From an optimization exercise on the open Yosys and OpenROAD flow, aimed at small area, a short achievable clock period and few clock cycles; shortcuts taken in it are not production practice.
At most, simulation tests tie the RTL to the original design; equivalence was not proved.

==> run E <==
==> flow/design.v (excerpt) <==
module mandel_render_top #(
    parameter int IMG_W = 8,
    parameter int IMG_H = 6
) (
    input  logic                                 clk,
    input  logic                                 reset,
    input  logic                                 cfg_sen,
    input  logic                                 cfg_sclk,
    input  logic                                 cfg_sdata,
    output logic                                 pixel_valid,
    output logic [mandel_fixed_pkg::PIX_WIDTH-1:0] pixel_count,
    output logic                                 frame_done,
    output logic                                 busy
);
==> module mandel_engine, before the edit <==
module mandel_engine (
    input  logic                 clk,
    input  logic                 reset,
    input  mandel_cfg_pkg::cfg_t cfg,
    input  logic                 start,
    output logic                 pixel_valid,
    output logic [3:0]           pixel_count,
    output logic                 frame_done,
    output logic                 busy
);
    logic               start_d;   
    logic               v1, f1, o1;
    logic [5:0]         p1;
    logic [6:0]         k1;
    logic [10:0]        zr1, zi1;
    logic               v2, f2, o2;
    logic [5:0]         p2;
    logic [6:0]         k2;
    logic [10:0]        xr2 [4];
    logic               xcin2;
    logic [10:0]        yr2 [3];
    logic               ycin2;
    logic [11:0]        er2 [3];
    logic               ecin2;
    logic               ovf2;
    logic [18:0] xr [4];
    logic [5:0]  xsh, ysh;
    logic [17:0] yr [3];
    logic [19:0] er [3];
    logic [8:0]  xlo, elo;
    logic [7:0]  ylo;
    logic        ovf;
    assign ovf = (zr1[10] ^ zr1[9]) | (zi1[10] ^ zi1[9]);
    assign xsh = 6'(p1[2:0]) << cfg.scaling;
    assign ysh = 6'(p1[5:3]) << cfg.scaling;
    mandel_tree_x u_tx (.zr(zr1[9:0]), .zi(zi1[9:0]), .cr(cfg.cr_offset), .xs(xsh),
                        .row0(xr[0]), .row1(xr[1]), .row2(xr[2]), .row3(xr[3]));
    mandel_tree_y u_ty (.zr(zr1[9:0]), .zi(zi1[9:0]), .ci(cfg.ci_offset), .ys(ysh),
                        .row0(yr[0]), .row1(yr[1]), .row2(yr[2]));
    mandel_tree_e u_te (.zr(zr1[9:0]), .zi(zi1[9:0]), .row0(er[0]), .row1(er[1]), .row2(er[2]));
    assign xlo = {1'b0, xr[0][7:0]} + {1'b0, xr[1][7:0]};
    assign ylo = {1'b0, yr[0][6:0]} + {1'b0, yr[1][6:0]};
    assign elo = {1'b0, er[0][7:0]} + {1'b0, er[1][7:0]};
    always_ff @(posedge clk) begin
        for (int i = 0; i < 4; i++) xr2[i] <= xr[i][18:8];
        for (int i = 0; i < 3; i++) yr2[i] <= yr[i][17:7];
        for (int i = 0; i < 3; i++) er2[i] <= er[i][19:8];
        xcin2 <= xlo[8];
        ycin2 <= ylo[7];
        ecin2 <= elo[8];
        ovf2  <= ovf;
        f2    <= f1;
        p2    <= p1;
        k2    <= k1;
    end
    logic [10:0] zr_n, zi_n;
    logic [11:0] mag;
    logic        esc, lim0, lim1, stop, fin, out_now, last, take;
    logic [6:0]  k_inc, cnt;
    logic [5:0]  p_new;
    logic [10:0] xt_s, xt_c, xu_s, xu_c, yu_s, yu_c;
    logic [11:0] eu_s, eu_c;
    assign xt_s = xr2[0] ^ xr2[1] ^ xr2[2];
    assign xt_c = {(xr2[0][9:0] & xr2[1][9:0]) | (xr2[0][9:0] & xr2[2][9:0]) | (xr2[1][9:0] & xr2[2][9:0]), 1'b0};
    assign xu_s = xt_s ^ xt_c ^ xr2[3];
    assign xu_c = {(xt_s[9:0] & xt_c[9:0]) | (xt_s[9:0] & xr2[3][9:0]) | (xt_c[9:0] & xr2[3][9:0]), xcin2};
    assign yu_s = yr2[0] ^ yr2[1] ^ yr2[2];
    assign yu_c = {(yr2[0][9:0] & yr2[1][9:0]) | (yr2[0][9:0] & yr2[2][9:0]) | (yr2[1][9:0] & yr2[2][9:0]), ycin2};
    assign eu_s = er2[0] ^ er2[1] ^ er2[2];
    assign eu_c = {(er2[0][10:0] & er2[1][10:0]) | (er2[0][10:0] & er2[2][10:0]) | (er2[1][10:0] & er2[2][10:0]), ecin2};
    assign zr_n  = xu_s + xu_c;
    assign zi_n  = yu_s + yu_c;
    assign mag   = eu_s + eu_c;
    assign esc   = ovf2 || (mag[11:10] != 2'd0);
    assign k_inc = k2 + 7'd1;
    assign lim0  = (k2 == cfg.max_ctr);
    assign lim1  = (k_inc == cfg.max_ctr);
    assign stop  = esc || lim0 || lim1;
    assign fin   = f2 || stop;
    assign cnt   = (f2 || esc || lim0) ? k2 : k_inc;
    assign out_now = v2 && fin && o2;
    assign last  = (p2 == 6'd47);
    assign take  = start_d || (out_now && (p2 < 6'd46));
    assign p_new = start_d ? 6'd1 : p2 + 6'd2;
    logic [3:0] cnt_sel, k_sel, nesc_sel;
    assign k_sel    = k2[cfg.ctr_select +: 4];
    assign nesc_sel = (lim1 && !f2 && !lim0) ? cfg.max_ctr[cfg.ctr_select +: 4] : k_sel;
    assign cnt_sel  = esc ? k_sel : nesc_sel;
    always_ff @(posedge clk) begin
        if (reset) begin
            busy        <= 1'b0;
            pixel_valid <= 1'b0;
            frame_done  <= 1'b0;
            start_d     <= 1'b0;
            v1          <= 1'b0;
            v2          <= 1'b0;
        end else begin
            start_d     <= start;
            pixel_valid <= out_now;
            frame_done  <= out_now && last;
            if (start) begin
                busy <= 1'b1;
                v1   <= 1'b1;
                v2   <= 1'b0;
            end else begin
                if (out_now && last) busy <= 1'b0;
                v1 <= take || (v2 && !out_now);
                v2 <= v1;
            end
        end
    end
    always_ff @(posedge clk) begin
        pixel_count <= cnt_sel;
        o2 <= o1 || out_now;
        if (start) begin
            p1  <= '0;
            o1  <= 1'b1;
            f1  <= 1'b0;
            k1  <= '0;
            zr1 <= '0;
            zi1 <= '0;
        end else if (take) begin
            p1  <= p_new;
            o1  <= 1'b0;
            f1  <= 1'b0;
            k1  <= '0;
            zr1 <= '0;
            zi1 <= '0;
        end else begin
            p1  <= p2;
            o1  <= o2 && !out_now;
            f1  <= fin;
            k1  <= fin ? cnt : k_inc;
            zr1 <= zr_n;
            zi1 <= zi_n;
        end
    end
endmodule
export LEC_CHECK = 0
export CAP_MARGIN = 20
export CORE_MARGIN = 2
export CORE_UTILIZATION = 40
export SLEW_MARGIN = 20
create_clock -name core_clock -period 9.0 [get_ports {clk}]
standard.sh (not shown) runs the stock make flow with config.mk's settings and CLKGATE_MAP_FILE= SYNTH_SCRIPT=/design/flow/synth_recipe.tcl, a recipe that flattens the netlist after the stock synthesis.
==> flow/flow/run.sh <==
#!/bin/bash
set -euo pipefail
bash standard.sh finish SETUP_SLACK_MARGIN=6.0 > standard_flow.log 2>&1
==> run X (differences from run E) <==
--- a/flow/design.v
+++ b/flow/design.v
@@ -78,4 +78,7 @@
 );
-    logic               start_d;   
-    logic               v1, f1, o1;
+    logic       running;
+    logic [5:0] nxt;      
+    logic [5:0] emit;     
+    logic       nxt_ok;   
+    logic               v1, f1;
     logic [5:0]         p1;
@@ -83,3 +86,3 @@
     logic [10:0]        zr1, zi1;
-    logic               v2, f2, o2;
+    logic               v2, f2;
     logic [5:0]         p2;
@@ -93,12 +96,12 @@
     logic               ovf2;
-    logic [18:0] xr [4];
     logic [5:0]  xsh, ysh;
+    logic [18:0] xr [4];
     logic [17:0] yr [3];
     logic [19:0] er [3];
+    logic        ovf;
     logic [8:0]  xlo, elo;
     logic [7:0]  ylo;
-    logic        ovf;
-    assign ovf = (zr1[10] ^ zr1[9]) | (zi1[10] ^ zi1[9]);
     assign xsh = 6'(p1[2:0]) << cfg.scaling;
     assign ysh = 6'(p1[5:3]) << cfg.scaling;
+    assign ovf = (zr1[10] ^ zr1[9]) | (zi1[10] ^ zi1[9]);
     mandel_tree_x u_tx (.zr(zr1[9:0]), .zi(zi1[9:0]), .cr(cfg.cr_offset), .xs(xsh),
@@ -115,2 +118,3 @@
         for (int i = 0; i < 3; i++) er2[i] <= er[i][19:8];
+        ovf2  <= ovf;
         xcin2 <= xlo[8];
@@ -118,3 +122,2 @@
         ecin2 <= elo[8];
-        ovf2  <= ovf;
         f2    <= f1;
@@ -125,5 +128,4 @@
     logic [11:0] mag;
-    logic        esc, lim0, lim1, stop, fin, out_now, last, take;
+    logic        esc, lim0, lim1, stop, fin, out_now, last;
     logic [6:0]  k_inc, cnt;
-    logic [5:0]  p_new;
     logic [10:0] xt_s, xt_c, xu_s, xu_c, yu_s, yu_c;
@@ -148,12 +150,13 @@
     assign cnt   = (f2 || esc || lim0) ? k2 : k_inc;
-    assign out_now = v2 && fin && o2;
+    logic [3:0] cnt_sel;
+    assign cnt_sel = (lim1 && !f2 && !lim0 && !esc) ? cfg.max_ctr[cfg.ctr_select +: 4]
+                                                    : k2[cfg.ctr_select +: 4];
+    assign out_now = v2 && fin && (p2 == emit);
     assign last  = (p2 == 6'd47);
-    assign take  = start_d || (out_now && (p2 < 6'd46));
-    assign p_new = start_d ? 6'd1 : p2 + 6'd2;
-    logic [3:0] cnt_sel, k_sel, nesc_sel;
-    assign k_sel    = k2[cfg.ctr_select +: 4];
-    assign nesc_sel = (lim1 && !f2 && !lim0) ? cfg.max_ctr[cfg.ctr_select +: 4] : k_sel;
-    assign cnt_sel  = esc ? k_sel : nesc_sel;
+    assign nxt_ok = (nxt != 6'd48);
+    logic take;    
+    assign take = running && nxt_ok && (!v2 || out_now);
     always_ff @(posedge clk) begin
         if (reset) begin
+            running     <= 1'b0;
             busy        <= 1'b0;
@@ -161,3 +164,2 @@
             frame_done  <= 1'b0;
-            start_d     <= 1'b0;
             v1          <= 1'b0;
@@ -165,13 +167,20 @@
         end else begin
-            start_d     <= start;
-            pixel_valid <= out_now;
-            frame_done  <= out_now && last;
+            v2          <= v1;
+            pixel_valid <= 1'b0;
+            frame_done  <= 1'b0;
             if (start) begin
-                busy <= 1'b1;
-                v1   <= 1'b1;
-                v2   <= 1'b0;
+                running <= 1'b1;
+                busy    <= 1'b1;
+                v1      <= 1'b0;
+                v2      <= 1'b0;
             end else begin
-                if (out_now && last) busy <= 1'b0;
+                if (out_now) begin
+                    pixel_valid <= 1'b1;
+                    frame_done  <= last;
+                    if (last) begin
+                        running <= 1'b0;
+                        busy    <= 1'b0;
+                    end
+                end
                 v1 <= take || (v2 && !out_now);
-                v2 <= v1;
             end
@@ -180,14 +189,12 @@
     always_ff @(posedge clk) begin
-        pixel_count <= cnt_sel;
-        o2 <= o1 || out_now;
         if (start) begin
-            p1  <= '0;
-            o1  <= 1'b1;
-            f1  <= 1'b0;
-            k1  <= '0;
-            zr1 <= '0;
-            zi1 <= '0;
-        end else if (take) begin
-            p1  <= p_new;
-            o1  <= 1'b0;
+            nxt  <= '0;
+            emit <= '0;
+        end else begin
+            if (take)    nxt  <= nxt + 6'd1;
+            if (out_now) emit <= emit + 6'd1;
+        end
+        pixel_count <= cnt_sel;
+        if (take) begin
+            p1  <= nxt;
             f1  <= 1'b0;
@@ -198,3 +205,2 @@
             p1  <= p2;
-            o1  <= o2 && !out_now;
             f1  <= fin;
==> flow/flow/run.sh (replaced) <==
#!/bin/bash
set -euo pipefail
bash standard.sh finish SETUP_SLACK_MARGIN=6.3 > standard_flow.log 2>&1
==> run K (differences from run E) <==
==> flow/flow/run.sh (replaced) <==
#!/bin/bash
set -euo pipefail
bash standard.sh finish SETUP_SLACK_MARGIN=5.5 > standard_flow.log 2>&1
==> run R (differences from run E) <==
--- a/flow/design.v
+++ b/flow/design.v
@@ -78,4 +78,7 @@
 );
-    logic               start_d;   
-    logic               v1, f1, o1;
+    logic       running;
+    logic [5:0] nxt;      
+    logic [5:0] emit;     
+    logic       nxt_ok;   
+    logic               v1, f1;
     logic [5:0]         p1;
@@ -83,3 +86,3 @@
     logic [10:0]        zr1, zi1;
-    logic               v2, f2, o2;
+    logic               v2, f2;
     logic [5:0]         p2;
@@ -93,12 +96,12 @@
     logic               ovf2;
-    logic [18:0] xr [4];
     logic [5:0]  xsh, ysh;
+    logic [18:0] xr [4];
     logic [17:0] yr [3];
     logic [19:0] er [3];
+    logic        ovf;
     logic [8:0]  xlo, elo;
     logic [7:0]  ylo;
-    logic        ovf;
-    assign ovf = (zr1[10] ^ zr1[9]) | (zi1[10] ^ zi1[9]);
     assign xsh = 6'(p1[2:0]) << cfg.scaling;
     assign ysh = 6'(p1[5:3]) << cfg.scaling;
+    assign ovf = (zr1[10] ^ zr1[9]) | (zi1[10] ^ zi1[9]);
     mandel_tree_x u_tx (.zr(zr1[9:0]), .zi(zi1[9:0]), .cr(cfg.cr_offset), .xs(xsh),
@@ -115,2 +118,3 @@
         for (int i = 0; i < 3; i++) er2[i] <= er[i][19:8];
+        ovf2  <= ovf;
         xcin2 <= xlo[8];
@@ -118,3 +122,2 @@
         ecin2 <= elo[8];
-        ovf2  <= ovf;
         f2    <= f1;
@@ -125,5 +128,4 @@
     logic [11:0] mag;
-    logic        esc, lim0, lim1, stop, fin, out_now, last, take;
+    logic        esc, lim0, lim1, stop, fin, out_now, last;
     logic [6:0]  k_inc, cnt;
-    logic [5:0]  p_new;
     logic [10:0] xt_s, xt_c, xu_s, xu_c, yu_s, yu_c;
@@ -148,12 +150,13 @@
     assign cnt   = (f2 || esc || lim0) ? k2 : k_inc;
-    assign out_now = v2 && fin && o2;
+    logic [3:0] cnt_sel;
+    assign cnt_sel = (lim1 && !f2 && !lim0 && !esc) ? cfg.max_ctr[cfg.ctr_select +: 4]
+                                                    : k2[cfg.ctr_select +: 4];
+    assign out_now = v2 && fin && (p2 == emit);
     assign last  = (p2 == 6'd47);
-    assign take  = start_d || (out_now && (p2 < 6'd46));
-    assign p_new = start_d ? 6'd1 : p2 + 6'd2;
-    logic [3:0] cnt_sel, k_sel, nesc_sel;
-    assign k_sel    = k2[cfg.ctr_select +: 4];
-    assign nesc_sel = (lim1 && !f2 && !lim0) ? cfg.max_ctr[cfg.ctr_select +: 4] : k_sel;
-    assign cnt_sel  = esc ? k_sel : nesc_sel;
+    assign nxt_ok = (nxt != 6'd48);
+    logic take;    
+    assign take = running && nxt_ok && (!v2 || out_now);
     always_ff @(posedge clk) begin
         if (reset) begin
+            running     <= 1'b0;
             busy        <= 1'b0;
@@ -161,3 +164,2 @@
             frame_done  <= 1'b0;
-            start_d     <= 1'b0;
             v1          <= 1'b0;
@@ -165,13 +167,20 @@
         end else begin
-            start_d     <= start;
-            pixel_valid <= out_now;
-            frame_done  <= out_now && last;
+            v2          <= v1;
+            pixel_valid <= 1'b0;
+            frame_done  <= 1'b0;
             if (start) begin
-                busy <= 1'b1;
-                v1   <= 1'b1;
-                v2   <= 1'b0;
+                running <= 1'b1;
+                busy    <= 1'b1;
+                v1      <= 1'b0;
+                v2      <= 1'b0;
             end else begin
-                if (out_now && last) busy <= 1'b0;
+                if (out_now) begin
+                    pixel_valid <= 1'b1;
+                    frame_done  <= last;
+                    if (last) begin
+                        running <= 1'b0;
+                        busy    <= 1'b0;
+                    end
+                end
                 v1 <= take || (v2 && !out_now);
-                v2 <= v1;
             end
@@ -180,14 +189,12 @@
     always_ff @(posedge clk) begin
-        pixel_count <= cnt_sel;
-        o2 <= o1 || out_now;
         if (start) begin
-            p1  <= '0;
-            o1  <= 1'b1;
-            f1  <= 1'b0;
-            k1  <= '0;
-            zr1 <= '0;
-            zi1 <= '0;
-        end else if (take) begin
-            p1  <= p_new;
-            o1  <= 1'b0;
+            nxt  <= '0;
+            emit <= '0;
+        end else begin
+            if (take)    nxt  <= nxt + 6'd1;
+            if (out_now) emit <= emit + 6'd1;
+        end
+        pixel_count <= cnt_sel;
+        if (take) begin
+            p1  <= nxt;
             f1  <= 1'b0;
@@ -198,3 +205,2 @@
             p1  <= p2;
-            o1  <= o2 && !out_now;
             f1  <= fin;
==> flow/run.sh (new file) <==
#!/bin/bash
# synth_recipe.tcl (not shown) runs the flow's synth.tcl, then flattens the netlist and writes it again
# the make line also repeats each setting of config.mk as NAME=value (left out here)
make -C /OpenROAD-flow-scripts/flow DESIGN_CONFIG=/design/flow/config.mk WORK_HOME=/design/flow/orfs CLKGATE_MAP_FILE= SYNTH_SCRIPT=/design/flow/synth_recipe.tcl finish
Settings changed: SETUP_SLACK_MARGIN set to 5.
removed: flow/flow/run.sh
removed: flow/standard.sh
==> notes.md <==
- Against run R, the worst setup slack of run K is better by 260 ps.
- Global-route usage: run X > run E > run K > run R.
- Run X passed the timing, DRC and antenna checks. Run E finished with timing, DRC and antenna clean. Run R completed without violations. Run K finished clean.
- Flip-flop and latch count: run R is higher than run E (9).
- Critical path depth: run E < run K < run R < run X.
Testbench counts of run E, summed over its fixed seeds: cycles 220,512.
Testbench counts of run K, summed over its fixed seeds: cycles 220,512.
Function not checked in run X and run R: the RTL went through the layout flow alone.

## afterwards: timing with drivers on the ports
How much do the figures lean on ideal ports? The routed layouts below were timed once more, with nothing changed but the port constraints. Step 1, drivers: a clkbuf_16 drives clk and a buf_2 each remaining input, both assumed. Step 2 moves the port delays by t, midway between the first and last clock arrival at a register: inputs arrive t later, outputs are due t later. That takes back most of the time a late clock gives input paths. Slacks: ideal / step 1 / step 2; pairs: ideal / step 1.
run | t (ns) | slack for setup (ns) | hold slack, ns
run E | 0.583 | 6.012 / 6.012 / 6.012 | 0.326 / 0.326 / 0.326
run X | 0.573 | 5.590 / 5.590 / 5.590 | 0.323 / 0.323 / 0.323
run K | 0.589 | 5.537 / 5.537 / 5.537 | 0.326 / 0.326 / 0.326
run R | 0.590 | 5.273 / 5.273 / 5.273 | 0.324 / 0.324 / 0.324
After both steps setup and hold are still met in every run listed.
